This design comes from an exercise in tuning for small area on the open sky130 flow, not from production work. At most, simulation tests tie the RTL to the original design; equivalence was not proved. For run 7, only the layout was checked, not whether the RTL still works. Power figures rest on the tool's default switching activity, not on a simulated workload.

File: design/flow/design.v
`default_nettype none
package display_geom_pkg;
	typedef logic [10-1:0] coord_t;
	typedef logic [$clog2(12)-1:0] enemy_idx_t;
	typedef logic [1:0] lives_t;
endpackage
`default_nettype wire
`default_nettype none
package pixel_color_pkg;
	typedef logic [3:0] chan_t;
	typedef struct packed {
		chan_t red;
		chan_t green;
		chan_t blue;
	} rgb_t;
	typedef struct packed {
		logic [7:0] red;
		logic [7:0] green;
		logic [7:0] blue;
	} texel_ch_t;
	typedef union packed {
		logic [23:0] word;
		texel_ch_t   ch;
	} texel_t;
endpackage
`default_nettype wire
`timescale 1ns/1ps
`default_nettype none
module enemy_scan
(
	input  display_geom_pkg::coord_t                    draw_x,
	input  display_geom_pkg::coord_t                    draw_y,
	input  logic [12*10-1:0]            enemy_x,
	input  logic [12*10-1:0]            enemy_y,
	input  logic [12-1:0]                     enemy_en,
	input  logic [12-1:0]                     enemy_explode,
	output logic                                        enemy_hit,
	output logic                                        enemy_exploding
);
	function automatic logic le(input logic [10-1:0] a, input logic [10-1:0] b);
		logic c;
		c = 1'b1;
		for (int k = 0; k < 10; k++)
			c = (b[k] & ~a[k]) | (c & (b[k] | ~a[k]));
		le = c;
	endfunction
	logic [10:0]       lo_x;
	logic [10:0]       lo_y;
	logic [12-1:0] in_box;
	assign lo_x = {1'b0, draw_x} - (30 - 1);
	assign lo_y = {1'b0, draw_y} - (30 - 1);
	for (genvar i = 0; i < 12; i++)
	begin : g_box
		assign in_box[i] = enemy_en[i] &&
			le(enemy_x[i*10 +: 10], draw_x) &&
			(lo_x[10] || le(lo_x[10-1:0], enemy_x[i*10 +: 10])) &&
			le(enemy_y[i*10 +: 10], draw_y) &&
			(lo_y[10] || le(lo_y[10-1:0], enemy_y[i*10 +: 10]));
	end
	function automatic logic [1:0] first_hit(input logic [12-1:0] hit, input logic [12-1:0] boom);
		logic [15:0] h;
		logic [15:0] b;
		h = '0;
		b = '0;
		h[12-1:0] = hit;
		b[12-1:0] = boom;
		for (int w = 1; w < 16; w = w * 2)
			for (int k = 0; k < 16; k = k + 2 * w)
			begin
				b[k] = h[k] ? b[k] : b[k + w];
				h[k] = h[k] | h[k + w];
			end
		first_hit = {h[0], b[0]};
	endfunction
	assign enemy_exploding = first_hit(in_box, enemy_explode) == 2'b11;
	assign enemy_hit = |in_box;
endmodule
`default_nettype wire
`timescale 1ns/1ps
`default_nettype none
module player_scan
(
	input  display_geom_pkg::coord_t         draw_x,
	input  display_geom_pkg::coord_t         draw_y,
	input  display_geom_pkg::coord_t         ship_x,
	input  display_geom_pkg::coord_t         ship_y,
	input  display_geom_pkg::coord_t         ship_size,
	input  logic [4*10-1:0]  laser_x,
	input  logic [4*10-1:0]  laser_y,
	input  logic [4-1:0]           laser_en,
	output logic                             ship_hit,
	output logic                             laser_hit
);
	function automatic logic le(input logic [10-1:0] a, input logic [10-1:0] b);
		logic c;
		c = 1'b1;
		for (int k = 0; k < 10; k++)
			c = (b[k] & ~a[k]) | (c & (b[k] | ~a[k]));
		le = c;
	endfunction
	function automatic logic [10-1:0] wrap_sub(input logic [10-1:0] a, input logic [10-1:0] b);
		logic [10-1:0] d;
		logic                bw;
		logic                gen;
		logic                prop;
		bw = 1'b0;
		for (int k = 0; k < 10 / 2; k++)
		begin
			d[k] = a[k] ^ b[k] ^ bw;
			bw   = (b[k] & ~a[k]) | (bw & (b[k] | ~a[k]));
		end
		gen  = 1'b0;
		prop = 1'b1;
		for (int k = 0; k < 10 / 2; k++)
		begin
			gen  = (b[k] & ~a[k]) | ((b[k] | ~a[k]) & gen);
		end
		bw = gen;
		for (int k = 10 / 2; k < 10; k++)
		begin
			d[k] = a[k] ^ b[k] ^ bw;
			bw   = (b[k] & ~a[k]) | (bw & (b[k] | ~a[k]));
		end
		wrap_sub = d;
	endfunction
	display_geom_pkg::coord_t dist_x;
	display_geom_pkg::coord_t dist_y;
	logic [4-1:0]   laser_box;
	logic [10:0]        lo_x;
	logic [10:0]        lo_y;
	assign dist_x = wrap_sub(draw_x, ship_x);
	assign dist_y = wrap_sub(draw_y, ship_y);
	assign ship_hit = le(dist_x, ship_size) && le(dist_y, ship_size);
	assign lo_x = {1'b0, draw_x} - (4 - 1);
	assign lo_y = {1'b0, draw_y} - (16 - 1);
	for (genvar i = 0; i < 4; i++)
	begin : g_laser
		assign laser_box[i] = laser_en[i] &&
			le(laser_x[i*10 +: 10], draw_x) &&
			(lo_x[10] || le(lo_x[10-1:0], laser_x[i*10 +: 10])) &&
			le(laser_y[i*10 +: 10], draw_y) &&
			(lo_y[10] || le(lo_y[10-1:0], laser_y[i*10 +: 10]));
	end
	assign laser_hit = |laser_box;
endmodule
`default_nettype wire
`timescale 1ns/1ps
`default_nettype none
module lives_hud
(
	input  display_geom_pkg::coord_t draw_x,
	input  display_geom_pkg::coord_t draw_y,
	input  display_geom_pkg::coord_t lives_x,
	input  display_geom_pkg::coord_t lives_y,
	input  display_geom_pkg::lives_t num_lives,
	output logic   lives_hit,
	output pixel_color_pkg::rgb_t   lives_rgb
);
	localparam logic [16*8-1:0] HEART = 128'h0000_0000_0000_183c_7eff_ffff_6600_0000;
	function automatic logic [10:0] sub(input logic [10-1:0] a, input logic [10-1:0] b);
		logic [10-1:0] d;
		logic                bw;
		bw = 1'b0;
		for (int k = 0; k < 10; k++)
		begin
			d[k] = a[k] ^ b[k] ^ bw;
			bw   = (b[k] & ~a[k]) | (bw & (b[k] | ~a[k]));
		end
		sub = {bw, d};
	endfunction
	logic [10:0]   off_x;
	logic [10:0]   off_y;
	logic [3:0]          glyph_row;
	logic [8-1:0] glyph_bits;
	logic                lit;
	assign off_x = sub(draw_x, lives_x);
	assign off_y = sub(draw_y, lives_y);
	assign lives_hit = !off_x[10] && (off_x[10-1:5] == '0) && (off_x[4:3] < num_lives) &&
		!off_y[10] && (off_y[10-1:4] == '0);
	assign glyph_row = off_y[3:0];
	always_comb
	begin
		glyph_bits = HEART[glyph_row*8 +: 8];
	end
	assign lit = glyph_bits[draw_x[2:0]];
	assign lives_rgb = lit ? pixel_color_pkg::rgb_t'(12'hf00) : pixel_color_pkg::rgb_t'('0);
endmodule
`default_nettype wire
`timescale 1ns/1ps
`default_nettype none
module pixel_priority
(
	input  logic   clk,
	input  logic   rst_n,
	input  logic   lose_game,
	input  logic   win_game,
	input  logic   ship_hit,
	input  logic   laser_hit,
	input  logic   enemy_hit,
	input  logic   enemy_exploding,
	input  logic   lives_hit,
	input  pixel_color_pkg::rgb_t   lives_rgb,
	input  pixel_color_pkg::rgb_t   bg_rgb,
	input  pixel_color_pkg::rgb_t   laser_rgb,
	input  pixel_color_pkg::texel_t ship_texel,
	input  pixel_color_pkg::texel_t enemy_texel,
	input  pixel_color_pkg::texel_t explosion_texel,
	output pixel_color_pkg::chan_t  red,
	output pixel_color_pkg::chan_t  green,
	output pixel_color_pkg::chan_t  blue
);
	pixel_color_pkg::rgb_t pix_next;
	pixel_color_pkg::rgb_t pix_q;
	logic key_ship, key_expl, key_enemy;
	logic live;
	logic sel_ship, sel_laser, sel_expl, sel_enemy, sel_bg, sel_red;
	logic show_enemy, show_lives;
	assign key_ship  = ship_texel.word == 24'hffc0cb;
	assign key_expl  = explosion_texel.word == 24'hffc0cb;
	assign key_enemy = enemy_texel.word == 24'hffc0cb;
	assign live       = rst_n && !(lose_game || win_game);
	assign show_enemy = live && !ship_hit && !laser_hit && enemy_hit;
	assign show_lives = live && !ship_hit && !laser_hit && !enemy_hit && lives_hit;
	assign sel_ship  = live && ship_hit && !key_ship;
	assign sel_laser = live && !ship_hit && laser_hit;
	assign sel_expl  = show_enemy && enemy_exploding && !key_expl;
	assign sel_enemy = show_enemy && !enemy_exploding && !key_enemy;
	assign sel_red   = show_lives && lives_rgb.red[0];
	assign sel_bg    = rst_n && !(sel_ship || sel_laser || sel_expl || sel_enemy || show_lives);
	assign pix_next =
		({12{sel_ship}}  & {ship_texel.ch.red[7:4], ship_texel.ch.green[7:4], ship_texel.ch.blue[7:4]}) |
		({12{sel_expl}}  & {explosion_texel.ch.red[7:4], explosion_texel.ch.green[7:4], explosion_texel.ch.blue[7:4]}) |
		({12{sel_enemy}} & {enemy_texel.ch.red[7:4], enemy_texel.ch.green[7:4], enemy_texel.ch.blue[7:4]}) |
		({12{sel_laser}} & laser_rgb) |
		({12{sel_bg}}    & bg_rgb) |
		{{4{sel_red}}, 8'h00};
	always_ff @(posedge clk)
	begin
		pix_q <= pix_next;
	end
	assign red   = pix_q.red;
	assign green = pix_q.green;
	assign blue  = pix_q.blue;
endmodule
`default_nettype wire
`timescale 1ns/1ps
`default_nettype none
module color_mapper
(
	input  logic                             clk,
	input  logic                             rst_n,
	input  logic [10-1:0]              draw_x,
	input  logic [10-1:0]              draw_y,
	input  logic [10-1:0]              ship_x,
	input  logic [10-1:0]              ship_y,
	input  logic [10-1:0]              ship_size,
	input  logic [4*10-1:0]  laser_x,
	input  logic [4*10-1:0]  laser_y,
	input  logic [4-1:0]           laser_en,
	input  logic [12*10-1:0] enemy_x,
	input  logic [12*10-1:0] enemy_y,
	input  logic [12-1:0]          enemy_en,
	input  logic [12-1:0]          enemy_explode,
	input  logic [10-1:0]              lives_x,
	input  logic [10-1:0]              lives_y,
	input  logic [1:0]                       num_lives,
	input  logic [11:0]                      bg_rgb,
	input  logic [23:0]                      ship_texel,
	input  logic [23:0]                      enemy_texel,
	input  logic [23:0]                      explosion_texel,
	input  logic [11:0]                      laser_rgb,
	input  logic                             lose_game,
	input  logic                             win_game,
	output logic [3:0]                       red,
	output logic [3:0]                       green,
	output logic [3:0]                       blue
);
	logic enemy_hit;
	logic enemy_exploding;
	logic ship_hit;
	logic laser_hit;
	logic lives_hit;
	pixel_color_pkg::rgb_t lives_rgb;
	enemy_scan u_enemy_scan (
		.draw_x          (draw_x),
		.draw_y          (draw_y),
		.enemy_x         (enemy_x),
		.enemy_y         (enemy_y),
		.enemy_en        (enemy_en),
		.enemy_explode   (enemy_explode),
		.enemy_hit       (enemy_hit),
		.enemy_exploding (enemy_exploding)
	);
	player_scan u_player_scan (
		.draw_x    (draw_x),
		.draw_y    (draw_y),
		.ship_x    (ship_x),
		.ship_y    (ship_y),
		.ship_size (ship_size),
		.laser_x   (laser_x),
		.laser_y   (laser_y),
		.laser_en  (laser_en),
		.ship_hit  (ship_hit),
		.laser_hit (laser_hit)
	);
	lives_hud u_lives_hud (
		.draw_x    (draw_x),
		.draw_y    (draw_y),
		.lives_x   (lives_x),
		.lives_y   (lives_y),
		.num_lives (num_lives),
		.lives_hit (lives_hit),
		.lives_rgb (lives_rgb)
	);
	pixel_priority u_pixel_priority (
		.clk             (clk),
		.rst_n           (rst_n),
		.lose_game       (lose_game),
		.win_game        (win_game),
		.ship_hit        (ship_hit),
		.laser_hit       (laser_hit),
		.enemy_hit       (enemy_hit),
		.enemy_exploding (enemy_exploding),
		.lives_hit       (lives_hit),
		.lives_rgb       (lives_rgb),
		.bg_rgb          (bg_rgb),
		.laser_rgb       (laser_rgb),
		.ship_texel      (ship_texel),
		.enemy_texel     (enemy_texel),
		.explosion_texel (explosion_texel),
		.red             (red),
		.green           (green),
		.blue            (blue)
	);
endmodule
`default_nettype wire
File: design/flow/flow/run.sh
#!/bin/bash
# Layout flow: the standard ORFS flow with two changes.
#  1. Synthesis keeps the output stage (pixel_priority) as a module of its
#     own until mapping, and maps it with flow/prio.abc, a delay-aware ABC
#     script; the rest, flattened, is mapped with flow/scan.abc, an
#     area-oriented one. Both replace ORFS's delay-oriented ABC script.
#     Everything else in synthesis is the standard flow's own script, which flattens
#     the design before writing it.
#  2. Port buffers use the smallest buffer cell (buf_1).
# Each tool's output goes to a log file of its own in this folder.
set -euo pipefail
here=$(pwd)

# synthesis script: the standard flow's, with the abc call run once per group of modules
cat > "$here/flow_synth.tcl" <<EOT
proc abc {args} {
  set i [lsearch \$args -script]
  foreach {scr sel} {$here/flow/prio.abc pixel_priority $here/flow/scan.abc color_mapper} {
    set a [lreplace \$args [expr {\$i+1}] [expr {\$i+1}] \$scr]
    yosys abc {*}\$a {*}\$sel
  }
}
EOT
cat "$here/synth_recipe.tcl" >> "$here/flow_synth.tcl"

# standard.sh with our synthesis script
sed "s#SYNTH_SCRIPT=[^ ]*#SYNTH_SCRIPT=$here/flow_synth.tcl#" "$here/standard.sh" > "$here/flow_standard.sh"
grep -q "SYNTH_SCRIPT=$here/flow_synth.tcl" "$here/flow_standard.sh"

SYNTH_KEEP_MODULES=pixel_priority bash "$here/flow_standard.sh" synth > "$here/synth.log" 2>&1

export BUFFER_PORTS_ARGS="-buffer_cell sky130_fd_sc_hd__buf_1"
bash "$here/flow_standard.sh" finish > "$here/layout.log" 2>&1
File: design/flow/flow/prio.abc
strash
dch -f
map -D 4500
topo
buffer -p
upsize -D 4500
dnsize -D 4500
File: design/flow/flow/scan.abc
strash
&get -n
&st
&syn2
&dch
&nf -a -R 1000
&st
&dch -f
&nf -a -R 1000
&st
&dch -f
&nf -a -R 1000
&put
topo
File: design/flow/standard.sh
#!/bin/bash
# synth_recipe.tcl (not shown) runs the flow's synth.tcl, then flattens the netlist and writes it again
# the make line also repeats each setting of config.mk as NAME=value (left out here)
make -C /OpenROAD-flow-scripts/flow DESIGN_CONFIG=/design/flow/config.mk WORK_HOME=/design/flow/orfs CLKGATE_MAP_FILE= SYNTH_SCRIPT=/design/flow/synth_recipe.tcl "${@:-finish}"
File: design/flow/config.mk
export PLATFORM = sky130hd
export DESIGN_NAME = color_mapper
export DESIGN_NICKNAME = color_mapper
export VERILOG_FILES = /design/flow/design.v
export SDC_FILE = /design/flow/constraint.sdc
export NUM_CORES = 4
export LEC_CHECK = 0
export CAP_MARGIN = 10
export CORE_MARGIN = 2
export CORE_UTILIZATION = 40
export CTS_BUF_LIST = sky130_fd_sc_hd__clkbuf_4
export SLEW_MARGIN = 10
File: design/flow/constraint.sdc
create_clock -name core_clock -period 7.0 [get_ports {clk}]
set_input_delay 1.4000 -clock core_clock [delete_from_list [all_inputs] [get_ports {clk}]]
set_output_delay 1.4000 -clock core_clock [all_outputs]
set_load 0.01 [all_outputs]
==> results of run 1 <==
==> per-stage QoR <==
stage               hold slack, ps  total power [mW]  instances
CTS                           1310              1.09       2220
global route                  1300              1.22       2235
finish                        1310              1.12       2242
global placement              1610              1.03       2216
detailed placement            1600              1.04       2216
floorplan                     1510             0.634       1354
==> routing by layer <==
metal,GRT usage,vias to the layer above
met5,0,-
met4,0.164,6
met3,0.100,124
met2,0.658,925
met1,0.542,6745
li1,-,6882
==> power by group <==
group / switching (mW) / internal [mW] / leakage (nW)
combinational: 0.593 / 0.395 / 3.52
clock: 0.0267 / 0.0207 / 0.0155
sequential: 0.00397 / 0.0774 / 0.100
==> worst max-delay path: cells and delay by family <==
kind / cells / cell delay [ps]
AOI/OAI and AO/OA: 3 / 740
adders and majority gates: 7 / 2780
buffers and inverters: 5 / 710
and+or+nand+nor: 7 / 1040
==> layout make-up <==
cell class	instances	area share
clock inverter	1	0.000315
clock buffer	3	0.00189
tap	280	0.0294
sequential	12	0.0202
multi-input combinational	1235	0.706
inverter	102	0.0322
antenna	22	0.00463
timing repair buffer	587	0.205
==> how the worst max path moves through the flow <==
stage,endpoint,slack [ps],cells past startpoint,start
global placement,u_pixel_priority.pix_q[9]$_DFF_P_,410,22,draw_x[1]
finish,u_pixel_priority.pix_q[9]$_DFF_P_,480,22,draw_x[1]
floorplan,u_pixel_priority.pix_q[10]$_DFF_P_,540,22,draw_y[1]
global route,u_pixel_priority.pix_q[9]$_DFF_P_,90,22,draw_x[1]
CTS,u_pixel_priority.pix_q[9]$_DFF_P_,560,22,draw_x[1]
detailed placement,u_pixel_priority.pix_q[10]$_DFF_P_,250,22,draw_x[1]
==> summary.txt, run 1 <==
- Summing every instance area after synthesis gives 0.00896 mm^2.
- Once routing completed, OpenROAD measured the worst setup slack at between 400 and 500 ps.
- The die covers roughly 0.024 mm^2.
- Number of cells on the worst hold path: 3
- Along the worst path, the maximum fanout reaches 12.
* Setup slack at placement: 248 ps
- Slew Limit Fails: 0
- Detailed routing inserted a total of about 15k vias.
- Count of endpoints failing setup in the final report: 0
* Final core utilization: 0.543
- Cell area power density: 93.9 mW/mm^2
* Via/cell ratio: 6.55
* First-pass GRT wire length: 78400 um
- For this run, the slowest stage of the critical path takes 510 ps.
- Area occupied by multi-input gates: 0.00840 mm^2
- In this run the static leakage power is 3.64 nW.
* Launch instance of the worst min-delay path: bg_rgb[6]
- Biggest register: u_pixel_priority.pix_q
* Wire length on met3: 5560 um
- Residual DRC count: 0
- Shortest period the worst path allows: 6520 ps
- Core box area: 0.0219 mm^2
- Number of antenna violations at the first check in global routing: 21
* Layout area overhead: 32.8%
* Largest net degree at the start of global routing: 36
- Worst hold endpoint: u_pixel_priority.pix_q[6]$_DFF_P_
- Walking the worst path, the cells encountered are buf_1 > clkinv_1 > a22oi_1 > a2bb2oi_1 > fa_1 > clkinv_1 > fa_1 > fa_1 > fa_1 > fa_1 > fa_1 > fa_1 > nand4b_1 > a211oi_1 > nor4bb_1 > inv_1 > nor4_1 > nor4_1 > nand3_1 > inv_1 > nand2_1 > nand4_1.
- Register area: 240 um^2
- In the layout the commonest cells are sky130_fd_sc_hd__buf_1, sky130_fd_sc_hd__o22ai_1, sky130_fd_sc_hd__a21oi_1, sky130_fd_sc_hd__o21ai_0, sky130_fd_sc_hd__a22oi_1.
* Cell chosen for the clock root: sky130_fd_sc_hd__clkbuf_4
- Total number of H-tree levels: 1
- The highest metal layer carrying signal wires in the routed design is met5.
- Once detailed placement completed, the half-perimeter wirelength came to roughly 44000 um.
- At the worst endpoint, the arrival time is 6680 ps.
* Max Cap Viol: 0
* Run status: complete, no violations
* Final Wtd Congestion: 1.02
- Layout fillers: 2372
* Share of the clock period used by the worst path: 0.932
* Longest Clk Path Bufs: 2
* IO Pins: 532
* DRC marker count from the first detailed-route iteration: roughly 1.6k
- Port Buffers: around 530
* TritonCTS clock tree: yes
* Mapped Nets: around 1.9k
* Number of iterations in the first detailed-routing pass: 8
- From left edge to right edge, the die measures 154 um.
* Met1 Wirelength: 21100 um
- Number of instances in the synthesized netlist: 1354
- Number of gates resized after cts: 0
* Number of buffers inserted during clock tree synthesis: 3
- RSZ-0062 raised after global routing: no
- The register with the most flip-flops in the layout has 12 of them.
- Num rows: 54
* WL final: 52600 um
* Post-Place Cell Area: 0.0118 mm^2
- The finished cells cover between 0.01 and 0.015 mm^2.
- After detailed routing, the average wire length per cell comes to 23.5 um.
* Maximum clock rate: 153 MHz
* Worst hold-check path type: in2reg
- Cts hold-fix bufs: 0
- Slowest stage cell on the critical path: sky130_fd_sc_hd__fa_1
- Transition time at the pin with the least slew margin: approximately 1000 ps
* Most common library cell in the layout ignoring fill and taps: sky130_fd_sc_hd__buf_1
- The final number of hold-violating endpoints was 0.
- Clock-pin slew was measured on the worst setup and hold paths at 90 ps.
- Worst vdd rail ir drop: 0.0000508 V
- In the final layout, the share of cells above drive strength 1 is 0.0366.
* Gr ovfl total: 0
* Kind of start point of the critical path: input pin
- Combined global-route utilization of all metal layers: 0.415
* Setup repair bufs after CTS: 0
- In the final timing run, aggregate negative setup slack is 0 ps.
- The worst setup path is captured at a register.
* Largest registers ranked by flip-flop count: u_pixel_priority.pix_q: 12 flops
* Via count of the first global-routing pass: 13.3k
* Setup Crit Path Kind: in2reg
- In the detailed route, the total length drawn on met2 is 23600 um.
- The final layout contains between 2k and 3k nets.
- Number of routed nets with antenna violations: 0
- Required time reported for the critical path endpoint: 7160 ps
- Die Span Y: 154 um
* Initial standard-cell utilization of the core: 0.409
- In this design, the critical path's most frequently occurring cell is sky130_fd_sc_hd__fa_1.
* Sink Count: 12
- A synthesized cell averages 6.62 um^2.
- The Yosys step of the flow raised 4 warnings.
- The worst pin sits at a relative slew slack of 0.339.
==> run 2, diff against run 1 <==
--- a/design/flow/config.mk
+++ b/design/flow/config.mk
@@ -11,2 +11,3 @@
 export CTS_BUF_LIST = sky130_fd_sc_hd__clkbuf_4
+export GPL_TIMING_DRIVEN = 0
 export SLEW_MARGIN = 10
==> run 2 against run 1 <==
Non-clock buffer count down 37. Maximum frequency down 3.1%. Worst hold slack better by 13 ps. Synthesized area unchanged. First-iteration DRC count up 11%. Cell area down 0.74%. Clock power down 7.6%. Highest routed layer unchanged.
==> summary.txt, run 2 <==
- The fill cell instance count of the final layout is 2345 (-1.1%).
- Floorplan die area: 0.0236 mm^2 (unchanged)
- The maximum vdd drop came to 0.0000562 V (+11%).
- Relative to the synthesized area, the layout overhead comes to 31.8%.
- Run status: complete, no violations
* Required time reported for the critical path endpoint: 7130 ps (-30 ps)
* Slew Limit Fails: 0 (unchanged)
- Cell total after placement: 2178 (-1.7%)
- The fraction of layout instances using a drive strength above 1 is 0.0325 (-0.00405).
- WHS: 1330 ps (+12.8 ps)
- Cell area power density: 93.8 mW/mm^2 (about the same)
- The number of detailed-route iterations in the first pass is 6 (-2).
* DRC marker count from the first detailed-route iteration: 1824 (+11%)
- Start point of the critical path: draw_y[0]
* Number of flip-flops under the largest register name: 12 (unchanged)
* Biggest register: u_pixel_priority.pix_q
- The library cells used most frequently in the layout, excluding fill and tap cells, are sky130_fd_sc_hd__buf_1, sky130_fd_sc_hd__o22ai_1, sky130_fd_sc_hd__a21oi_1, sky130_fd_sc_hd__o21ai_0, sky130_fd_sc_hd__a22oi_1.
* Width of the die: 154 um (unchanged)
- The number of warning messages in the yosys log is 4 (unchanged).
- Setup TNS: 0 ps (unchanged)
- The final critical-path share of the clock period is 0.961 (+0.0298).
- Via count of the first global-routing pass: 12.7k (-4.2%)
- In this run the worst hold path is classified as in2reg.
- Number of buffers inserted during clock tree synthesis: 3 (unchanged)
- The number of max-cap violations was 0 (unchanged).
- Transition time at the pin with the least slew margin: 1110 ps (+124 ps)
- Residual DRC count: 0 (unchanged)
- Die Span Y: 154 um (unchanged)
* Count of endpoints failing setup in the final report: 0 (unchanged)
- The hold buffer count at CTS came to 0 (unchanged).
- Final Wtd Congestion: 0.973 (-4.8%)
- The detailed-route wire length per cell is 23.1 um (-1.3%).
- Setup Crit Path Kind: in2reg
* Number of instances in the synthesized netlist: 1354 (unchanged)
- Kind of start point of the critical path: input pin
- Sink Count: 12 (unchanged)
* IO Pins: 532 (unchanged)
- Detailed Place HPWL: 42200 um (-5.0%)
* First-pass GRT wire length: 76300 um (-2.7%)
- The final-stage net count was 2466 (-1.4%).
- The initial standard-cell utilization of the core is 0.409 (unchanged).
* Slew margin rel.: 0.255 (-0.0838)
- The data arrival time of the worst path was 6860 ps (+180 ps).
* Average instance area after synthesis: 6.62 um^2 (unchanged)
- Count of final hold-check violations: 0 (unchanged)
- RSZ-0062 raised after global routing: no
- Core box area: 0.0219 mm^2 (unchanged)
* Num rows: 54 (unchanged)
- Maximum clock rate: 149 MHz (-3.1%)
- Post-Place Cell Area: 0.0116 mm^2 (-2.0%)
- Gr ovfl total: 0 (unchanged)
- Launch instance of the worst min-delay path: bg_rgb[6]
- The leakage component of the power came to 3.52 nW (-3.3%).
- Port Buffers: 531 (unchanged)
- The total global-route track usage came to 0.403 (-0.0120).
- Clock input transition at the sequential cells of the worst setup and hold paths: 80 ps (about the same)
- The maximum number of pins on one net before global-route repair is 37 (+2.8%).
- The final core utilization is 0.539 (-0.00400).
- Longest Clk Path Bufs: 2 (unchanged)
- Final Instance Area: 0.0118 mm^2 (-0.74%)
* Total power: 1.11 mW (-0.83%)
- Shortest period the worst path allows: 6730 ps (+209 ps)
* Total number of H-tree levels: 1 (unchanged)
- The maximum fanout along the worst path came to 21 (+9).
- WL final: 51100 um (-2.8%)
* Cell chosen for the clock root: sky130_fd_sc_hd__clkbuf_4
- Number of non-filler instances in the completed layout: 2209 (-1.5%)
- The synthesized netlist net count is 1914 (unchanged).
- The detailed-route via count is 14.6k (-0.73%).
- The largest registers in the layout are u_pixel_priority.pix_q: 12 flops.
* Setup slack at placement: -1860 ps (-2110 ps)
* Most common library cell in the layout ignoring fill and taps: sky130_fd_sc_hd__buf_1
- The residual antenna-violating net count after detailed routing is 0 (unchanged).
- Number of antenna violations at the first check in global routing: 27 (+29%)
- The total standard cell area after synthesis is 0.00896 mm^2 (unchanged).
- TritonCTS built the clock tree.
- The via density per instance is 6.60 (+0.75%).
* Worst Setup Slack, final: 271 ps (-209 ps)
- The worst setup path is captured at a register.
-- run 2: cell count changes in the layout (fill, tap and decap cells not counted), sizes merged --
cell	before	now
clkinvlp	0	7
clkinv	92	85
inv	11	13
clkbuf	3	7
diode	22	24
buf	587	546
-- run 2: report_power, final --
| part | internal [mW] | switching (mW) |
|---|---|---|
| Clock | 0.0206 | 0.0232 |
| Sequential | 0.0773 | 0.00235 |
| Combinational | 0.392 | 0.593 |
-- run 2: worst paths after layout --
path  slack, ps  cells past startpoint                                 to
max         270                     23  u_pixel_priority.pix_q[1]$_DFF_P_
min        1330                      3  u_pixel_priority.pix_q[6]$_DFF_P_
-- run 2: worst max-delay path, cell delays in order --
cell	delay, ps
sky130_fd_sc_hd__buf_4	280
sky130_fd_sc_hd__clkinv_8	170
sky130_fd_sc_hd__ha_1	250
sky130_fd_sc_hd__fa_1	360
sky130_fd_sc_hd__clkinv_1	60
sky130_fd_sc_hd__fa_1	170
sky130_fd_sc_hd__fa_1	180
sky130_fd_sc_hd__clkinv_1	100
sky130_fd_sc_hd__fa_1	400
sky130_fd_sc_hd__fa_1	390
sky130_fd_sc_hd__fa_1	400
sky130_fd_sc_hd__fa_1	420
sky130_fd_sc_hd__fa_1	380
sky130_fd_sc_hd__clkinv_1	70
sky130_fd_sc_hd__fa_1	410
sky130_fd_sc_hd__nor4bb_1	270
sky130_fd_sc_hd__inv_1	70
sky130_fd_sc_hd__nor4_1	310
sky130_fd_sc_hd__nor4_1	120
sky130_fd_sc_hd__nand3_2	150
sky130_fd_sc_hd__clkinvlp_4	220
sky130_fd_sc_hd__nand2_1	140
sky130_fd_sc_hd__nand3_1	130
-- run 2: area by class of cell --
class	instances	area (um^2)	area share
antenna	24	60.1	0.00509
multi-input combinational	1235	8450	0.716
inverter	102	452	0.0382
buffer	3	15.0	0.00127
clock buffer	3	22.5	0.00191
clock inverter	1	3.75	0.000318
timing repair buffer	547	2200	0.186
sequential	12	240	0.0203
tap	280	350	0.0297
timing repair inverter	2	12.5	0.00106
-- run 2: layer usage --
metal  global-route usage  vias up  wire length (um)
met5                    0        -                47
met4                0.149        8              2100
met3                0.101      113              5490
met2                0.625      899             22700
met1                0.539     6741             20800
li1                     -     6814                 -
-- run 2: timing repair --
action / 4_1_cts / 5_1_grt
resized for setup: 30 / 28
buffers inserted: 0 / 3
setup endpoints to repair: 12 / 12
cloned: 0 / 2
==> run 3, diff against run 2 <==
==> design/flow/flow/scan.abc (replaced) <==
strash
&get -n
&st
&syn2
&dch
&nf -a -R 1000 -F 8 -A 8 -C 32
&st
&dch -f
&nf -a -R 1000 -F 8 -A 8 -C 32
&put
topo
--- a/design/flow/config.mk
+++ b/design/flow/config.mk
@@ -12,2 +12,3 @@
 export GPL_TIMING_DRIVEN = 0
+export PLACE_DENSITY = 0.9
 export SLEW_MARGIN = 10
==> run 3 against run 2 <==
Power grew 1.5%. Via count grew 3.5%. Critical path depth grew 6. Utilization shrank 0.085 points. Die area shrank 0.68%. Synthesized cell count shrank 1.3%. Cell area shrank 0.47%. Critical path type unchanged. Worst hold slack gained 17 ps. Largest power group unchanged. Maximum frequency shrank 0.15%. Sequential share of layout area is essentially flat.
==> summary.txt, run 3 <==
* Worst hold-check path type: in2reg
- The cell-internal power is 489 uW (-0.29%).
* Clock input transition at the sequential cells of the worst setup and hold paths: 90 ps (about the same)
- Leaving out fill and tap cells, the most frequent cell in the layout is sky130_fd_sc_hd__buf_1.
- Register area: 240 um^2 (unchanged)
- The final core utilization came to 0.539 (-0.000853).
- The share of total power in the clock network is 0.040 (about the same).
- RSZ-0062 raised after global routing: no
* Commonest non-fill, non-tap cells in the layout: sky130_fd_sc_hd__buf_1, sky130_fd_sc_hd__o22ai_1, sky130_fd_sc_hd__a21oi_1, sky130_fd_sc_hd__a22oi_1, sky130_fd_sc_hd__o21ai_0
- The residual antenna-violating net count after detailed routing came to 0 (unchanged).
* Switching power as a share of total power: 0.566 (+0.00795)
* Area occupied by multi-input gates: 0.00844 mm^2 (-0.18%)
* Maximum single-stage delay on the critical path: 410 ps (about the same)
* Residual DRC count: 0 (unchanged)
- The worst setup path is launched from an input pin.
- Longest Clk Path Bufs: 2 (unchanged)
* Port Buffers: 531 (unchanged)
- By startpoint and endpoint, the worst setup path is classified as in2reg.
- The total global-route track usage came to 0.413 (+0.0100).
* Average instance area after synthesis: 6.66 um^2 (+0.56%)
- Initial standard-cell utilization of the core: 0.408 (-0.00160)
* Slowest stage cell on the critical path: sky130_fd_sc_hd__a221oi_4
- Count of final hold-check violations: 0 (unchanged)
- Required time reported for the critical path endpoint: 7140 ps (about the same)
- Slew margin rel.: 0.237 (-0.0185)
* Count of endpoints failing setup in the final report: 0 (unchanged)
- Most used cell along the critical path: sky130_fd_sc_hd__fa_1
* Combinational share of power: 0.889 (about the same)
- DRC marker count from the first detailed-route iteration: 2001 (+9.7%)
- Gr ovfl total: 0 (unchanged)
* Total number of H-tree levels: 1 (unchanged)
- STA classifies the critical path endpoint as a register.
- Die Span Y: 153 um (-0.34%)
* Total vias in the final route: 15.1k (+3.5%)
- The final critical delay including setup and external delays was 6740 ps (+9.99 ps).
- Total power: 1.13 mW (+1.5%)
- The wire length of the first global-routing pass is 77900 um (+2.1%).
* TritonCTS clock tree: yes
- The total length of routed met3 wires is 5730 um (+4.3%).
- The power share of the sequential group is 0.071 (about the same).
* Largest registers ranked by flip-flop count: u_pixel_priority.pix_q: 12 flops
* Floorplan die area: 0.0235 mm^2 (-0.68%)
* Core box area: 0.0218 mm^2 (-0.31%)
- Slew Limit Fails: 0 (unchanged)
* Final Wtd Congestion: 1.02 (+5.2%)
* WL final: 52000 um (+1.7%)
- Width of the die: 153 um (-0.34%)
- The power per cell area is 95.7 mW/mm^2 (+2.0%).
- The actual transition at the worst max-transition pin came to 1140 ps (+27.5 ps).
* Met1 Wirelength: 20400 um (-2.1%)
- The number of warning messages in the yosys log is 4 (unchanged).
- Total number of nets in the final design: 2449 (-0.69%)
- The maximum fanout along the worst path is 20 (-4.8%).
* Sw Pwr: 637 uW (+3.0%)
- Mapped Nets: 1897 (-0.89%)
- Detailed Place HPWL: 42800 um (+1.5%)
- The clock sink count came to 12 (unchanged).
- The leakage component of the power was 3.52 nW (about the same).
- Worst vdd rail ir drop: 0.0000652 V (+16%)
- Run status: complete, no violations
* Routed length per placed instance: 23.8 um (+2.8%)
- Layout area overhead: 32.1%
* Fraction of final layout cells sized beyond drive strength 1: 0.0329 (+0.000310)
- Number of buffers inserted during clock tree synthesis: 3 (unchanged)
- The total number of placement rows was 54 (unchanged).
* Max Cap Viol: 0 (unchanged)
- The met2 wire length came to 22800 um (+0.76%).
- The number of antenna violations at the first check in global routing came to 17 (-37%).
* Biggest register: u_pixel_priority.pix_q
* Netlist area before placement: 0.00890 mm^2 (-0.70%)
* Maximum clock rate: 148 MHz (-0.15%)
* Worst endpoint data arrival time: 6880 ps (+20 ps)
- Via/cell ratio: 6.90 (+4.6%)
- The synthesized instance count was 1337 (-1.3%).
* Number of flip-flops under the largest register name: 12 (unchanged)
- Setup repair bufs after CTS: 0 (unchanged)
* Largest net degree at the start of global routing: 38 (+2.7%)
* Share of the clock period used by the worst path: 0.963 (+0.00143)
- Cell chosen for the clock root: sky130_fd_sc_hd__clkbuf_4
- Number of iterations in the first detailed-routing pass: 6 (unchanged)
- The top-level port count was 532 (unchanged).
- The fill cell instance count of the final layout was 2226 (-5.1%).
- Via count of the first global-routing pass: 13.5k (+6.1%)
* Cts hold-fix bufs: 0 (unchanged)
- Top Metal Used: met4
## run 3: worst max-delay path: cells and delay by family
kind | cells | cell delay (ps)
AOI/OAI and AO/OA | 3 | 950
xor gates and xnor gates | 2 | 330
adders and majority gates | 9 | 2570
and+or+nand+nor | 6 | 500
buffers and inverters | 9 | 1130
## run 3: timing repair
action,in CTS,in global routing
setup endpoints to repair,12,12
resized for setup,27,18
endpoints found under the hold margin,0,0
## run 3: final timing paths
check,start,cells after the start,to
setup / recovery,draw_y[0],29,u_pixel_priority.pix_q[0]$_DFF_P_
hold / removal,bg_rgb[4],3,u_pixel_priority.pix_q[4]$_DFF_P_
## run 3: cell type report
cell class / count / share of cell area
inverters: 98 / 0.0359
flip-flops and latches: 12 / 0.0204
multi-input cells: 1222 / 0.718
clock buffers: 3 / 0.00192
well taps: 280 / 0.0298
plain buffers: 5 / 0.00181
repair buffers: 547 / 0.188
diodes: 19 / 0.00404
## run 3: through the flow
| step | setup TNS (ps) | hold slack [ps] | cell area (um^2) | worst slack, ps | std cells |
|---|---|---|---|---|---|
| floorplan | 0 | 1510 | 8900 | 526 | 1337 |
| global placement | -29990 | 1610 | 11200 | -2600 | 2148 |
| detailed placement | -17420 | 1620 | 11500 | -1590 | 2163 |
| CTS | 0 | 1340 | 11600 | 31.5 | 2166 |
| global route | 0 | 1340 | 11700 | 23.7 | 2183 |
| finish | 0 | 1340 | 11800 | 261 | 2186 |
## run 3: power groups by stage
stage,Clock (mW),Sequential [mW],Combinational [mW]
floorplan,0,0.0860,0.543
global placement,0,0.0816,0.901
detailed placement,0,0.0814,0.945
CTS,0.0452,0.0798,0.959
global route,0.0486,0.0807,1.09
finish,0.0449,0.0801,1.00
## run 3: routing by layer
| metal | GRT usage | up-vias |
|---|---|---|
| li1 | - | 6760 |
| met1 | 0.552 | 6921 |
| met2 | 0.653 | 1215 |
| met3 | 0.0644 | 190 |
| met4 | 0.188 | 0 |
| met5 | 0 | - |
==> run 4, diff against run 3 <==
--- a/design/flow/config.mk
+++ b/design/flow/config.mk
@@ -12,3 +12,2 @@
 export GPL_TIMING_DRIVEN = 0
-export PLACE_DENSITY = 0.9
 export SLEW_MARGIN = 10
==> run 4 against run 3 <==
First-iteration DRC count decreased by 15%. Global-route usage decreased by 0.16 points. Sequential cell count unchanged. Via count decreased by 3.9%. Synthesized cell count unchanged. Routed wire length about the same. Clock power increased by 5.6%. Worst hold slack got worse by 32 ps. Final cell count increased by 0.32%. Largest cell class unchanged. Largest power group unchanged.
==> summary.txt, run 4 <==
* Number of iterations in the first detailed-routing pass: 8 (+2)
* Netlist area before placement: 0.00890 mm^2 (unchanged)
- Layout area overhead: 32.0% (about the same)
- Mapped Nets: 1897 (unchanged)
- Maximum clock rate: 148 MHz (-0.49%)
- TritonCTS built the clock tree.
- The final core utilization came to 0.538 (about the same).
* Commonest non-fill, non-tap cells in the layout: sky130_fd_sc_hd__buf_1, sky130_fd_sc_hd__o22ai_1, sky130_fd_sc_hd__a21oi_1, sky130_fd_sc_hd__a22oi_1, sky130_fd_sc_hd__o21ai_0
- The number of buffers on the longest clock path is 2 (unchanged).
* Cell chosen for the clock root: sky130_fd_sc_hd__clkbuf_4
* Yosys warning total: 4 (unchanged)
* Core box area: 0.0218 mm^2 (unchanged)
- Die Span Y: 153 um (unchanged)
- The worst setup path is launched from an input pin.
- Num rows: 54 (unchanged)
* WL final: 52000 um (about the same)
- The full die area came to 0.0235 mm^2 (unchanged).
* Largest registers ranked by flip-flop count: u_pixel_priority.pix_q: 12 flops
* Run status: complete, no violations
- Worst hold-check path type: in2reg
* Number of buffers inserted during clock tree synthesis: 3 (unchanged)
- The number of global-route vias before repair is 12.7k (-6.2%).
- The total grt overflow came to 0 (unchanged).
* Count of endpoints failing setup in the final report: 0 (unchanged)
* Cts hold-fix bufs: 0 (unchanged)
- The flip-flop count of the largest register, all copies and words added was 12 (unchanged).
* First-pass GRT wire length: 77600 um (-0.46%)
* Cell area power density: 94.5 mW/mm^2 (-1.3%)
* Largest driver fanout on the critical path: 25 (+25%)
- The maximum vdd drop is 0.0000454 V (-30%).
- The share of total power in the clock network is 0.043 (+0.003).
- Switching power as a share of total power: 0.559 (-0.00698)
* Share of the clock period used by the worst path: 0.967 (+0.00478)
- More flip-flops sit in one register than any other, and that register is u_pixel_priority.pix_q.
* Clock input transition at the sequential cells of the worst setup and hold paths: 90 ps (about the same)
* DRC marker count from the first detailed-route iteration: 1705 (-15%)
- Width of the die: 153 um (unchanged)
- The required time of the critical path came to 7160 ps (+20 ps).
* Largest net degree at the start of global routing: 38 (unchanged)
- The final number of hold-violating endpoints is 0 (unchanged).
- Initial standard-cell utilization of the core: 0.408 (unchanged)
- The cell-internal power came to 490 uW (+0.23%).
* Port Buffers: 531 (unchanged)
* Final Wtd Congestion: 0.966 (-5.6%)
* Routed length per placed instance: 23.7 um (-0.27%)
- Total number of nets in the final design: 2451 (+0.082%)
- Static Leak: 3.52 nW (about the same)
- The relative max-transition margin came to 0.273 (+0.0366).
- Total vias in the final route: 14.5k (-3.9%)
* IO Pins: 532 (unchanged)
- The share of power burned in combinational logic came to 0.885 (-0.004).
* Element type at the critical path end: register
* Residual DRC count: 0 (unchanged)
* Max Cap Viol: 0 (unchanged)
* Worst endpoint data arrival time: 6940 ps (+60 ps)
- Number of antenna violations at the first check in global routing: 25 (+8)
* Most common library cell in the layout ignoring fill and taps: sky130_fd_sc_hd__buf_1
* Combined global-route utilization of all metal layers: 0.411 (-0.00163)
- Slew Limit Fails: 0 (unchanged)
- Capture point of the worst path: u_pixel_priority.pix_q[6]$_DFF_P_
* Start point of the critical path: draw_x[1]
- The per-instance average area after synthesis was 6.66 um^2 (unchanged).
- The HPWL after detailed placement was 42800 um (-0.18%).
- Number of routed nets with antenna violations: 0 (unchanged)
* Setup Crit Path Kind: in2reg
* Final Instance Area: 0.0118 mm^2 (about the same)
* Total number of H-tree levels: 1 (unchanged)
- The net switching power is 620 uW (-2.6%).
- Total power: 1.11 mW (-1.4%)
* Sink Count: 12 (unchanged)
- Via/cell ratio: 6.61 (-4.2%)
- Post-Place Cell Area: 0.0115 mm^2 (about the same)
- Number of instances in the synthesized netlist: 1337 (unchanged)
- Seq pwr share: 0.073 (+0.002)
- The final critical delay including setup and external delays came to 6770 ps (+33.4 ps).
- Fraction of final layout cells sized beyond drive strength 1: 0.0312 (-0.00162)
* Transition time at the pin with the least slew margin: 1080 ps (-54.6 ps)
- Setup TNS: 0 ps (unchanged)
==> run 4: area by class of cell <==
type	count	area, um^2
Fill cell	2366	10100
Multi-Input combinational cell	1222	8420
Timing Repair Buffer	548	2210
Inverter	98	420
Tap cell	280	350
Sequential cell	12	240
Antenna cell	24	60.1
Clock buffer	3	22.5
Buffer	5	22.5
Timing Repair inverter	1	5.00
==> run 4: through the flow <==
step                worst slack (ps)  cells  hold WS (ps)
floorplan                        526   1337          1510
global placement               -2380   2148          1600
CTS                             33.6   2167          1310
finish                           228   2193          1310
detailed placement             -1510   2163          1600
global route                   -34.0   2188          1310
==> run 4: how the worst min path moves through the flow <==
stage | startpoint | end | slack (ps) | cells after the start
floorplan | bg_rgb[0] | u_pixel_priority.pix_q[0]$_DFF_P_ | 1510 | 2
global placement | bg_rgb[0] | u_pixel_priority.pix_q[0]$_DFF_P_ | 1600 | 3
detailed placement | bg_rgb[3] | u_pixel_priority.pix_q[3]$_DFF_P_ | 1600 | 3
CTS | bg_rgb[3] | u_pixel_priority.pix_q[3]$_DFF_P_ | 1310 | 3
global route | bg_rgb[4] | u_pixel_priority.pix_q[4]$_DFF_P_ | 1310 | 3
finish | bg_rgb[5] | u_pixel_priority.pix_q[5]$_DFF_P_ | 1310 | 3
==> run 4: repair_timing <==
action,CTS,global route
resized for setup,22,17
pin swaps,1,0
endpoints found under the setup margin,12,12
cloned,0,1
buffers inserted,1,0
==> run 4: layer usage <==
layer / wire length [um] / vias to the layer above / track usage
li1: - / 6751 / -
met1: 21400 / 6749 / 0.552
met2: 23100 / 876 / 0.634
met3: 5200 / 119 / 0.0936
met4: 2310 / 10 / 0.169
met5: 76 / - / 0
==> run 4: power groups by stage <==
stage / clock [mW] / sequential [mW] / combinational [mW]
CTS: 0.0463 / 0.0806 / 0.948
global placement: 0 / 0.0823 / 0.897
global route: 0.0505 / 0.0815 / 1.07
finish: 0.0474 / 0.0807 / 0.982
detailed placement: 0 / 0.0822 / 0.934
floorplan: 0 / 0.0860 / 0.543
==> run 4: worst max-delay path, cell delays in order <==
cell,delay (ps)
sky130_fd_sc_hd__buf_2,290
sky130_fd_sc_hd__clkinv_4,280
sky130_fd_sc_hd__a22oi_1,240
sky130_fd_sc_hd__a2bb2oi_1,230
sky130_fd_sc_hd__fa_1,220
sky130_fd_sc_hd__clkinv_1,90
sky130_fd_sc_hd__fa_1,400
sky130_fd_sc_hd__fa_1,400
sky130_fd_sc_hd__fa_1,380
sky130_fd_sc_hd__fa_1,390
sky130_fd_sc_hd__fa_1,420
sky130_fd_sc_hd__fa_1,510
sky130_fd_sc_hd__nand4b_1,90
sky130_fd_sc_hd__a211oi_1,190
sky130_fd_sc_hd__nor4bb_1,300
sky130_fd_sc_hd__inv_1,90
sky130_fd_sc_hd__nor4_1,320
sky130_fd_sc_hd__nor4_1,110
sky130_fd_sc_hd__nand3_1,80
sky130_fd_sc_hd__inv_1,70
sky130_fd_sc_hd__clkbuf_2,210
sky130_fd_sc_hd__nand2_1,100
sky130_fd_sc_hd__nand4_1,90
==> run 5, diff against run 4 <==
--- a/design/flow/config.mk
+++ b/design/flow/config.mk
@@ -9,5 +9,6 @@
 export CORE_MARGIN = 2
-export CORE_UTILIZATION = 40
+export CORE_UTILIZATION = 55
 export CTS_BUF_LIST = sky130_fd_sc_hd__clkbuf_4
 export GPL_TIMING_DRIVEN = 0
+export PLACE_DENSITY = 0.75
 export SLEW_MARGIN = 10
==> run 5 against run 4 <==
The run now fails in I/O pin placement (3_2_place_iop). Synthesized area did not move. Synthesized cell count is the same.
==> summary.txt, run 5 <==
* Run status: did not finish
- The synthesized instance count came to 1337 (unchanged).
- The floorplan die width is 131 um (-14%).
- The total standard cell area after synthesis is 0.00890 mm^2 (unchanged).
* Die Span Y: 131 um (-14%)
- The synthesized netlist net count came to 1897 (unchanged).
- Failing step: I/O pin placement (3_2_place_iop)
- The initial standard-cell utilization of the core is 0.562 (+0.154).
* Num rows: 46 (-15%)
* Stop err: [ERROR PPL-0024] Number of IO pins (532) exceeds maximum number of available positions (468). Increase the die perimeter from 524.78um to 723.52um.
* Average instance area after synthesis: 6.66 um^2 (unchanged)
* Yosys warning total: 4 (unchanged)
==> run 6, diff against run 5 <==
--- a/design/flow/config.mk
+++ b/design/flow/config.mk
@@ -9,3 +9,3 @@
 export CORE_MARGIN = 2
-export CORE_UTILIZATION = 55
+export CORE_UTILIZATION = 40
 export CTS_BUF_LIST = sky130_fd_sc_hd__clkbuf_4
==> run 6 against run 5 <==
The run now finishes clean. Synthesized cell count did not move. Synthesized area unchanged.
==> summary.txt, run 6 <==
* Run status: complete, no violations
* Layout fillers: around 2.3k
- For this design, the CTS-stage hold fixing added 0 buffers.
- Shortest period the worst path allows: around 6700 ps
- The cell sitting at the root of the clock tree is a sky130_fd_sc_hd__clkbuf_4.
- For this run, the post-layout net count is about 2.4k.
* Num rows: 54 (+17%)
* Cell area power density: 95.4 mW/mm^2
- Across all setup checks in the final design, the least slack found is 287 ps.
- Layout area overhead: 31.3%
- The floorplan die width is 153 um (+17%).
- Fraction of final layout cells sized beyond drive strength 1: 0.0302
- Total number of H-tree levels: 1
- Element type at the critical path end: register
- At the end of routability-driven placement, the weighted congestion stood at between 0.9 and 1.
- Transition time at the pin with the least slew margin: 1120 ps
* Worst endpoint data arrival time: 6870 ps
- Of all nets on the critical path, the largest fanout is 20.
- Entering global routing, the biggest net connects 38 pins.
* Slowest stage cell on the critical path: sky130_fd_sc_hd__a221oi_2
* Setup slack at placement: -1640 ps
- The first routing iteration left 1906 violations.
- Number of antenna violations at the first check in global routing: 13
- Area occupied by multi-input gates: 0.00841 mm^2
* Port Buffers: roughly 530
- Slew Limit Fails: 0
- The final number of hold-violating endpoints was 0.
* Static Leak: 3.50 nW
- The register with the most flip-flops in the final layout is u_pixel_priority.pix_q.
* Required time reported for the critical path endpoint: just over 7000 ps
* Commonest non-fill, non-tap cells in the layout: sky130_fd_sc_hd__buf_1, sky130_fd_sc_hd__o22ai_1, sky130_fd_sc_hd__a21oi_1, sky130_fd_sc_hd__a22oi_1, sky130_fd_sc_hd__o21ai_0
- The synthesized instance count is 1337 (unchanged).
* Most common library cell in the layout ignoring fill and taps: sky130_fd_sc_hd__buf_1
- The initial standard-cell utilization of the core is 0.408 (-0.154).
* Number of iterations in the first detailed-routing pass: 6
- Slew margin rel.: 0.249
- Die Span Y: 153 um (+17%)
- The die covers 0.0235 mm^2.
- Maximum single-stage delay on the critical path: 470 ps
- Setup Crit Path Kind: in2reg
- Once detailed placement completed, the half-perimeter wirelength came to 42700 um.
* Met2 Resource Use GR: 0.651
- Setup violations remaining at the end of the flow were counted as 0.
* Mapped Nets: 1897 (unchanged)
- In the global route stage, met3 resource usage came out at 0.0720.
- Combined global-route utilization of all metal layers: 0.412
* Number of flip-flops under the largest register name: 12
* Via count of the first global-routing pass: 13.1k
- The total overflow left after global routing is 0.
- In the final layout, flip-flops and latches occupy 240 um^2.
- Number of buffers inserted during clock tree synthesis: 3
- Core box area: 0.0218 mm^2
* Netlist area before placement: 0.00890 mm^2 (unchanged)
- In the routed design, unresolved DRC markers number 0.
* Max Cap Viol: 0
- Setup TNS: 0 ps
- Largest registers ranked by flip-flop count: u_pixel_priority.pix_q: 12 flops
- TritonCTS clock tree: yes
- In the global route stage, met1 resource usage came out at 0.564.
* Number of routed nets with antenna violations: 0
- First-pass GRT wire length: just under 80000 um
- By instance count, the cell type seen most on the critical path is sky130_fd_sc_hd__fa_1.
- The routed layout has 14.8k vias.
- Most crowded layer after global routing: met2
- Worst hold-check path type: in2reg
- Longest Clk Path Bufs: 2
- Kind of start point of the critical path: input pin
* Routed length per placed instance: approximately 24 um
- Setup repair after global routing left no endpoint under its margin.
- The per-instance average area after synthesis is 6.66 um^2 (unchanged).
- The clock net in this run drives a total of 12 sinks.
* Via/cell ratio: 6.81
* Yosys warning total: 4 (unchanged)
* WL final: 52300 um
- For this run, the top clock speed supported by timing is about 150 MHz.
- IO Pins: 532
- Share of the clock period used by the worst path: 0.959
* Worst vdd rail ir drop: about 0.000050 V
* Clock input transition at the sequential cells of the worst setup and hold paths: 80 ps
## run 6: metal layers
| metal | part of all wire | vias to the layer above |
|---|---|---|
| met5 | 0 | - |
| met4 | 0.044 | 0 |
| met3 | 0.11 | 130 |
| met2 | 0.45 | 1128 |
| met1 | 0.40 | 6850 |
| li1 | - | 6739 |
## run 6: worst max-delay path: cells and delay by family
family                     cells  cell delay (ps)
and+or+nand+nor                6              480
AOI/OAI and AO/OA              3              960
adders and majority gates      9             2600
buffers and inverters          9             1110
xor gates and xnor gates       2              320
## run 6: path summary, 6_finish.rpt
check                  from                                end  slack (ps)  cells after the start
setup / recovery  draw_y[0]  u_pixel_priority.pix_q[2]$_DFF_P_         290                     29
hold / removal    bg_rgb[4]  u_pixel_priority.pix_q[4]$_DFF_P_        1320                      3
## run 6: area by class of cell
cell class,count,share of cell area
sequential,12,0.0206
clock buffer,3,0.00193
timing repair inverter,1,0.000428
timing repair buffer,546,0.187
antenna,13,0.00278
tap,280,0.0300
inverter,98,0.0360
multi-input combinational,1222,0.719
buffer,5,0.00171
## run 6: metrics by stage
stage / std cells / hold slack [ps] / power, mW / instance area (um^2) / util
floorplan: 1337 / 1510 / 0.629 / 8900 / -
global placement: 2148 / 1600 / 0.983 / 11200 / 0.515
detailed placement: 2163 / 1610 / 1.02 / 11500 / 0.528
CTS: 2166 / 1320 / 1.08 / 11600 / 0.532
global route: 2178 / 1320 / 1.21 / 11700 / 0.535
finish: 2180 / 1320 / 1.11 / 11700 / 0.535
## run 6: power breakdown
part	total (mW)	internal (mW)	switching [mW]	leakage [nW]
Clock	0.0457	0.0199	0.0257	0.0139
Sequential	0.0795	0.0773	0.00219	0.100
Combinational	0.990	0.388	0.602	3.38
## run 6: timing repair
action | CTS | global route
gates resized for setup | 25 | 14
setup endpoints to repair | 12 | 12
cloned | 0 | 1
buffers inserted | 0 | 0
==> run 7, diff against run 6 <==
--- a/design/flow/design.v
+++ b/design/flow/design.v
@@ -100,29 +100,15 @@
 	endfunction
-	function automatic logic [10-1:0] wrap_sub(input logic [10-1:0] a, input logic [10-1:0] b);
-		logic [10-1:0] d;
-		logic                bw;
-		logic                gen;
-		logic                prop;
-		bw = 1'b0;
-		for (int k = 0; k < 10 / 2; k++)
+	function automatic logic [10-1:0] back_dist(input logic [10-1:0] a, input logic [10-1:0] b);
+		logic [10-1:0] t;
+		logic                c;
+		c = 1'b0;
+		for (int k = 0; k < 10; k++)
 		begin
-			d[k] = a[k] ^ b[k] ^ bw;
-			bw   = (b[k] & ~a[k]) | (bw & (b[k] | ~a[k]));
+			t[k] = ~a[k] ^ b[k] ^ c;
+			c    = (~a[k] & b[k]) | (c & (~a[k] | b[k]));
 		end
-		gen  = 1'b0;
-		prop = 1'b1;
-		for (int k = 0; k < 10 / 2; k++)
-		begin
-			gen  = (b[k] & ~a[k]) | ((b[k] | ~a[k]) & gen);
-		end
-		bw = gen;
-		for (int k = 10 / 2; k < 10; k++)
-		begin
-			d[k] = a[k] ^ b[k] ^ bw;
-			bw   = (b[k] & ~a[k]) | (bw & (b[k] | ~a[k]));
-		end
-		wrap_sub = d;
+		back_dist = t;
 	endfunction
-	display_geom_pkg::coord_t dist_x;
-	display_geom_pkg::coord_t dist_y;
+	display_geom_pkg::coord_t back_x;
+	display_geom_pkg::coord_t back_y;
 	logic [4-1:0]   laser_box;
@@ -130,5 +116,5 @@
 	logic [10:0]        lo_y;
-	assign dist_x = wrap_sub(draw_x, ship_x);
-	assign dist_y = wrap_sub(draw_y, ship_y);
-	assign ship_hit = le(dist_x, ship_size) && le(dist_y, ship_size);
+	assign back_x = back_dist(draw_x, ship_x);
+	assign back_y = back_dist(draw_y, ship_y);
+	assign ship_hit = le(~ship_size, back_x) && le(~ship_size, back_y);
 	assign lo_x = {1'b0, draw_x} - (4 - 1);
==> run 7 against run 6 <==
Still clean on timing, DRC and antenna. Die area down 0.52%. Power up 0.51%. Routed wire length down 1.0%. Sequential power about the same. Utilization up 0.49 points. First-iteration DRC count up 0.58%.
==> summary.txt, run 7 <==
- Fraction of final layout cells sized beyond drive strength 1: 0.0378 (+0.00763)
* Routed length per placed instance: 24.2 um (+0.90%)
* Die Span Y: 153 um (-0.26%)
- The path class of the tightest hold or removal check is in2reg.
- Netlist area before placement: 0.00885 mm^2 (-0.53%)
* Maximum clock rate: 146 MHz (-2.2%)
- IO Pins: 532 (unchanged)
* Setup repair bufs after CTS: 0 (unchanged)
- Largest driver fanout on the critical path: 21 (+5.0%)
- The number of buffers on the longest clock path came to 2 (unchanged).
* Layout area overhead: 32.8%
* Sw Pwr: 625 uW (-0.73%)
- The per-instance average area after synthesis was 6.81 um^2 (+2.3%).
- Biggest register: u_pixel_priority.pix_q
- The last weighted congestion value of the routability-driven placer is 1.00 (+1.1%).
- Shortest period the worst path allows: 6870 ps (+154 ps)
- The required time of the critical path was 7070 ps (-90 ps).
- The number of stages on the worst hold path came to 3 (unchanged).
* Setup Crit Path Kind: in2reg
- Detailed Place HPWL: 41600 um (-2.7%)
* Mapped Nets: 1860 (-2.0%)
* Worst Setup Slack, final: 133 ps (-154 ps)
- Yosys warning total: 4 (unchanged)
* Total number of H-tree levels: 1 (unchanged)
- Most common library cell in the layout ignoring fill and taps: sky130_fd_sc_hd__buf_1
- Gr ovfl total: 0 (unchanged)
* Worst vdd rail ir drop: 0.0000414 V (-18%)
* Sink Count: 12 (unchanged)
* Total number of nets in the final design: 2412 (-1.5%)
* DRC marker count from the first detailed-route iteration: 1917 (+0.58%)
* Count of final hold-check violations: 0 (unchanged)
- Number of antenna violations at the first check in global routing: 9 (-4)
* Largest registers ranked by flip-flop count: u_pixel_priority.pix_q: 12 flops
- Cell area power density: 95.3 mW/mm^2 (about the same)
- Slew margin rel.: 0.240 (-0.00860)
* Launch instance of the worst min-delay path: bg_rgb[2]
* Largest net degree at the start of global routing: 37 (-2.6%)
* Static Leak: 3.54 nW (+1.3%)
- Total power: 1.12 mW (+0.51%)
- The aggregate negative setup slack was 0 ps (unchanged).
* Number of non-filler instances in the completed layout: 2138 (-1.9%)
* First-pass GRT wire length: 76500 um (-1.7%)
* Max Cap Viol: 0 (unchanged)
* Cts hold-fix bufs: 0 (unchanged)
* Worst endpoint data arrival time: 6930 ps (+60 ps)
- The worst setup path is launched from an input pin.
- Combined global-route utilization of all metal layers: 0.406 (-0.00611)
- The actual transition at the worst max-transition pin was 1130 ps (+12.8 ps).
* Floorplan die area: 0.0233 mm^2 (-0.52%)
- Number of routed nets with antenna violations: 0 (unchanged)
- Setup slack at placement: -2410 ps (-770 ps)
* Commonest non-fill, non-tap cells in the layout: sky130_fd_sc_hd__buf_1, sky130_fd_sc_hd__o22ai_1, sky130_fd_sc_hd__a21oi_1, sky130_fd_sc_hd__a22oi_1, sky130_fd_sc_hd__o21ai_0
* Element type at the critical path end: register
- Seq pwr share: 0.071 (about the same)
- The initial standard-cell utilization of the core is 0.407 (-0.000919).
- The synthesized instance count is 1300 (-2.8%).
- Combinational share of power: 0.893 (+0.005)
* Number of iterations in the first detailed-routing pass: 8 (+2)
- Num rows: 54 (unchanged)
- Run status: complete, no violations
* Internal: 496 uW (+2.1%)
* Core box area: 0.0218 mm^2 (-0.31%)
- Total vias in the final route: 15.1k (+1.8%)
- The final core utilization was 0.540 (+0.00494).
* Start point of the critical path: draw_y[0]
- WHS: 1340 ps (+19.8 ps)
* Final Instance Area: 0.0118 mm^2 (+0.61%)
* Share of the clock period used by the worst path: 0.981 (+0.0220)
* Cell chosen for the clock root: sky130_fd_sc_hd__clkbuf_4
- WL final: 51800 um (-1.0%)
* Post-Place Cell Area: 0.0115 mm^2 (-0.67%)
* Width of the die: 153 um (-0.26%)
- Layout fillers: 2267 (-0.48%)
* Residual DRC count: 0 (unchanged)
* Cell total after placement: 2124 (-1.8%)
- Slew Limit Fails: 0 (unchanged)
* Part of the power in the clock network: 0.036 (-0.005)
* Number of buffers inserted during clock tree synthesis: 3 (unchanged)
- TritonCTS clock tree: yes
- The number of global-route vias before repair was 13.4k (+2.7%).
* Count of endpoints failing setup in the final report: 0 (unchanged)
- The via density per instance came to 7.07 (+3.8%).
* Port Buffers: 531 (unchanged)
- Clock input transition at the sequential cells of the worst setup and hold paths: 70 ps (about the same)
* Switching power as a share of total power: 0.558 (-0.00700)
- The flip-flop count of the largest register, all copies and words added is 12 (unchanged).
## run 7: cell type report
| cell class | count | area, um^2 | area share |
|---|---|---|---|
| multi-input cells | 1202 | 8510 | 0.723 |
| repair buffers | 545 | 2220 | 0.189 |
| inverters | 81 | 359 | 0.0305 |
| well taps | 280 | 350 | 0.0298 |
| flip-flops and latches | 12 | 240 | 0.0204 |
| plain buffers | 5 | 28.8 | 0.00245 |
| clock buffers | 3 | 22.5 | 0.00192 |
| diodes | 8 | 20.0 | 0.00170 |
| repair inverters | 2 | 10.0 | 0.000851 |
## run 7: final timing paths
path / to / slack [ps]
max: u_pixel_priority.pix_q[11]$_DFF_P_ / 130
min: u_pixel_priority.pix_q[2]$_DFF_P_ / 1340
## run 7: what timing repair did
action                                  in CTS  in global routing
resized for setup                           40                 29
pin swaps                                    1                  4
endpoints found under the setup margin      12                 12
cloned                                       2                  1
## run 7: power by group through the flow
stage               Sequential, mW  Clock, mW  Combinational, mW
finish                      0.0796     0.0401               1.00
floorplan                   0.0860          0              0.544
global route                0.0800     0.0466               1.09
global placement            0.0811          0              0.905
CTS                         0.0795     0.0408              0.961
detailed placement          0.0811          0              0.942
## run 7: metal layers
layer  GRT usage  up-vias  part of all wire
li1            -     6655                 -
met1       0.526     7115              0.38
met2       0.651     1148              0.45
met3      0.0904      194              0.11
met4       0.172        4             0.055
met5           0        -           0.00052
## run 7: worst max-delay path, stage by stage
cell	delay, ps
sky130_fd_sc_hd__buf_16	160
sky130_fd_sc_hd__inv_12	80
sky130_fd_sc_hd__ha_1	210
sky130_fd_sc_hd__fa_1	380
sky130_fd_sc_hd__fa_2	360
sky130_fd_sc_hd__fa_1	380
sky130_fd_sc_hd__fa_1	400
sky130_fd_sc_hd__fa_1	400
sky130_fd_sc_hd__fa_1	390
sky130_fd_sc_hd__fa_1	370
sky130_fd_sc_hd__clkinv_1	60
sky130_fd_sc_hd__fa_1	460
sky130_fd_sc_hd__clkinv_1	80
sky130_fd_sc_hd__o22ai_1	70
sky130_fd_sc_hd__nor2_1	100
sky130_fd_sc_hd__a221oi_1	60
sky130_fd_sc_hd__nor3_2	330
sky130_fd_sc_hd__inv_1	120
sky130_fd_sc_hd__nand2_2	110
sky130_fd_sc_hd__nor4_4	60
sky130_fd_sc_hd__and2_1	250
sky130_fd_sc_hd__a221oi_1	390
sky130_fd_sc_hd__nand4_1	290

==> port drivers added, routing unchanged <==
The results above use ideal ports. As a check the final layouts listed here were re-extracted and re-timed, cells and wires unchanged.
Step 1 assumes that a clkbuf_16 drives the clock port and a buf_2 every other input.
Step 2 moves the port delays by t, midway between the first and last clock arrival at a register: inputs arrive t later, outputs are due t later. That takes back most of the time a late clock gives input paths.
Slacks: ideal ports / drivers / drivers and shift; pairs: ideal ports / drivers.
run	t (ns)	setup slack, ns	worst hold slack (ns)
run 1	0.307	0.479 / 0.477 / 0.170	1.314 / 1.319 / 1.626
run 2	0.293	0.271 / 0.271 / -0.022	1.327 / 1.330 / 1.623
run 3	0.293	0.261 / 0.263 / -0.030	1.344 / 1.344 / 1.637
run 4	0.308	0.228 / 0.229 / -0.079	1.312 / 1.311 / 1.619
run 6	0.298	0.287 / 0.278 / -0.020	1.324 / 1.329 / 1.627
run 7	0.274	0.133 / 0.010 / -0.264	1.344 / 1.362 / 1.636
With both steps, setup timing fails in 5 of these runs, where it was met with ideal ports. For run 7, which loses most, drivers alone change the setup slack by -0.123 ns; drivers and shift together by -0.397 ns.
